Background: an optimization exercise with open tools, aiming at small area, a short achievable clock period and few clock cycles per item. Do not read the settings as production practice.
Only simulation tests tie the RTL to the original design; equivalence was not proved.
Power is estimated from default activity; no workload was simulated.

Design gf_addsub_lanes, start of the top module:
module gf_addsub_lanes #(
    parameter int               WIDTH   = 32,
    parameter logic [WIDTH-1:0] MODULUS = 32'hec940e71,
    parameter int               LANES   = 4
) (
    input  logic                     i_clk,
    input  logic                     i_rst,
    input  logic                     i_valid,
    output logic                     o_ready,
    input  logic [1:0]               i_op,
    input  logic [LANES*WIDTH-1:0]   i_a,
    input  logic [LANES*WIDTH-1:0]   i_b,
    output logic                     o_valid,
    input  logic                     i_ready,
    output logic [LANES*WIDTH-1:0]   o_out,
    output logic [LANES-1:0]         o_err
);
    localparam int PREFIX_A = 0;
    localparam int PREFIX_B = 0;
    localparam int LOGW   = 5;   
    function automatic logic [WIDTH:0] carries(input logic [WIDTH-1:0] g,
                                               input logic [WIDTH-1:0] p,
                                               input logic             cin,
                                               input int               style);
        logic [WIDTH-1:0] gg, pp, gn, pn;
        gg    = g;
        pp    = p;
        gg[0] = g[0] | (p[0] & cin);
        if (style == 0) begin
            for (int l = 0; l < LOGW; l++) begin
                gn = gg;
                pn = pp;
                for (int i = 0; i < WIDTH; i++) begin
                    if ((i >> l) & 1) begin
                        gn[i] = gg[i] | (pp[i] & gg[((i >> l) << l) - 1]);
                        pn[i] = pp[i] & pp[((i >> l) << l) - 1];
                    end
                end
  ...
==> flow/config.mk <==
export PLATFORM = sky130hd
export DESIGN_NAME = gf_addsub_lanes
export DESIGN_NICKNAME = gf_addsub_lanes
export VERILOG_FILES = /design/flow/design.v
export SDC_FILE = /design/flow/constraint.sdc
export NUM_CORES = 4
export LEC_CHECK = 0
export CAP_MARGIN = 20
export CORE_MARGIN = 2
export CORE_UTILIZATION = 40
export CTS_BUF_LIST = sky130_fd_sc_hd__clkbuf_8
export GPL_TIMING_DRIVEN = 0
export SETUP_SLACK_MARGIN = 1.0
export SLEW_MARGIN = 20
==> flow/constraint.sdc <==
create_clock -name core_clock -period 5.5 [get_ports {i_clk}]
set_input_delay 1.1000 -clock core_clock [delete_from_list [all_inputs] [get_ports {i_clk}]]
set_output_delay 1.1000 -clock core_clock [all_outputs]
set_load 0.01 [all_outputs]
standard.sh (not shown) runs the stock make flow with config.mk's settings and CLKGATE_MAP_FILE= SYNTH_SCRIPT=/design/flow/synth_recipe.tcl, a recipe that flattens the netlist after the stock synthesis.
==> flow/flow/run.sh <==
#!/bin/bash
# Layout flow: the standard ORFS flow (standard.sh) with these changes:
#  - the ports get plain sky130_fd_sc_hd__buf_1 buffers instead of delay cells;
#  - if flow/abc.script exists, synthesis maps the logic with that ABC script in place
#    of ORFS's speed script (everything else in the synthesis is the standard flow's own script);
#  - settings in flow/env.sh (if any) are exported before the flow runs.
# Each tool's full output goes to the ORFS logs under orfs/logs; make's own output
# goes to flow_make.log here.
set -euo pipefail
W=$(pwd)
export BUFFER_PORTS_ARGS="-buffer_cell sky130_fd_sc_hd__buf_1"
if [[ -f flow/env.sh ]]; then source flow/env.sh; fi
SYN=$W/synth_recipe.tcl
if [[ -f flow/abc.script ]]; then
  cat > $W/flow_synth.tcl <<EOT
proc abc {args} {
  set i [lsearch -exact \$args -script]
  if {\$i >= 0} { lset args [expr {\$i + 1}] $W/flow/abc.script }
  yosys abc {*}\$args
}
source $W/synth_recipe.tcl
EOT
  SYN=$W/flow_synth.tcl
fi
sed "s#SYNTH_SCRIPT=$W/synth_recipe.tcl#SYNTH_SCRIPT=$SYN#" standard.sh > flow_standard.sh
bash flow_standard.sh > flow_make.log 2>&1
Testbench counts at the start, summed over its fixed seeds: cycles 12,008, items 12,000.
Next try:
CTS_BUF_LIST = not set   (was sky130_fd_sc_hd__clkbuf_8)
SETUP_SLACK_MARGIN = 0.9   (was 1.0)
The changed run ran to the end with no violations; design area barely changes; via count shrinks by 1.4%; hold slack improves by 0.031 ns.
Next try:
SETUP_SLACK_MARGIN = 1.0   (was 0.9)
Register-to-register slack gains 0.05 ns.
Global-route usage is higher by 0.88 points.
Utilization is higher by 0.67 points.
Cell area is higher by 1.3%.
Die area stays the same.
Sequential cell count stays the same.
Combinational power is higher by about 3%.
Synthesized cell count is unchanged.

========
Another version of the RTL of gf_addsub_lanes (not shown whole).
Size: roughly 140 flip-flops, ~16000 um^2 of cells after synthesis.
## gf_addsub_lanes
module gf_addsub_lanes #(
    parameter int               WIDTH   = 32,
    parameter logic [WIDTH-1:0] MODULUS = 32'hec940e71,
    parameter int               LANES   = 4
) (
    input  logic                     i_clk,
    input  logic                     i_rst,
    input  logic                     i_valid,
    output logic                     o_ready,
    input  logic [1:0]               i_op,
    input  logic [LANES*WIDTH-1:0]   i_a,
    input  logic [LANES*WIDTH-1:0]   i_b,
    output logic                     o_valid,
    input  logic                     i_ready,
    output logic [LANES*WIDTH-1:0]   o_out,
    output logic [LANES-1:0]         o_err
);
==> flow/config.mk <==
export PLATFORM = sky130hd
export DESIGN_NAME = gf_addsub_lanes
export DESIGN_NICKNAME = gf_addsub_lanes
export VERILOG_FILES = /design/flow/design.v
export SDC_FILE = /design/flow/constraint.sdc
export NUM_CORES = 4
export LEC_CHECK = 0
export CAP_MARGIN = 20
export CORE_MARGIN = 2
export CORE_UTILIZATION = 40
export CTS_BUF_LIST = sky130_fd_sc_hd__clkbuf_8
export GPL_TIMING_DRIVEN = 1
export SETUP_SLACK_MARGIN = 1.1
export SLEW_MARGIN = 20
==> flow/constraint.sdc <==
create_clock -name core_clock -period 5.5 [get_ports {i_clk}]
set_input_delay 1.1000 -clock core_clock [delete_from_list [all_inputs] [get_ports {i_clk}]]
set_output_delay 1.1000 -clock core_clock [all_outputs]
set_load 0.01 [all_outputs]
==> flow/flow/env.sh <==
export REMOVE_ABC_BUFFERS=1
Scripts as last shown in full above: flow/flow/run.sh
The first run finished with timing, DRC and antenna clean.
Testbench counts at the start, summed over its fixed seeds: cycles 12,008, items 12,000.
Change:
Settings changed: GPL_TIMING_DRIVEN 1 to 0.
Outcome: The new run passed the timing, DRC and antenna checks. Routed wire length fell by 3.7%. Via count fell by 0.32%. Clock power fell by about 2%. Clock-buffer cell count fell by 4. Sequential share of layout area fell by 0.12 points. Power fell by 0.44%. Final area rose by 0.55%. Sequential power stays flat.
Change:
Settings changed: CTS_BUF_LIST sky130_fd_sc_hd__clkbuf_8 to sky130_fd_sc_hd__clkbuf_4 sky130_fd_sc_hd__clkbuf_8.
=>
- The changed run finished with timing, DRC and antenna clean
- clock power rose by a few percent
- count of clock-buffer cells in the layout rises by 4
- wire length rises slightly
- worst setup slack loses 0.017 ns
- cell area goes up slightly
- synthesized area stays the same

## what the ideal ports hide
No port has a modelled driver above. Below, the same layouts with a new extraction and two added sets of constraints.
Step 1 sets driving cells, clkbuf_16 on the clock port and buf_2 on the other inputs (assumed; they add their load-dependent delay and slew).
Step 2, shift: input delay + t, output delay - t, t = (earliest + latest rising clock arrival at the registers) / 2. This alone moves slack from input paths to output paths.
Three values: ideal ports, drivers, drivers and shift; two values: the first two.
run | t (ns) | slack for setup (ns) | hold slack, ns
the first run of note 1 | 0.521 | 1.034 / 0.979 / 0.458 | 0.767 / 0.746 / 1.023
the second run of note 1 | 0.488 | 0.837 / 0.780 / 0.292 | 0.798 / 0.775 / 1.048
the third run of note 1 | 0.494 | 1.024 / 0.970 / 0.495 | 0.805 / 0.781 / 1.020
the first run of note 2 | 0.497 | 1.203 / 1.161 / 0.711 | 0.714 / 0.714 / 0.714
the second run of note 2 | 0.531 | 1.171 / 1.126 / 0.722 | 0.763 / 0.743 / 1.057
the third run of note 2 | 0.530 | 1.154 / 1.110 / 0.713 | 0.765 / 0.746 / 1.067
After both steps every run listed still meets setup and hold. For the first run of note 1, which loses most, drivers alone change the setup slack by -0.055 ns; drivers and shift together by -0.576 ns.
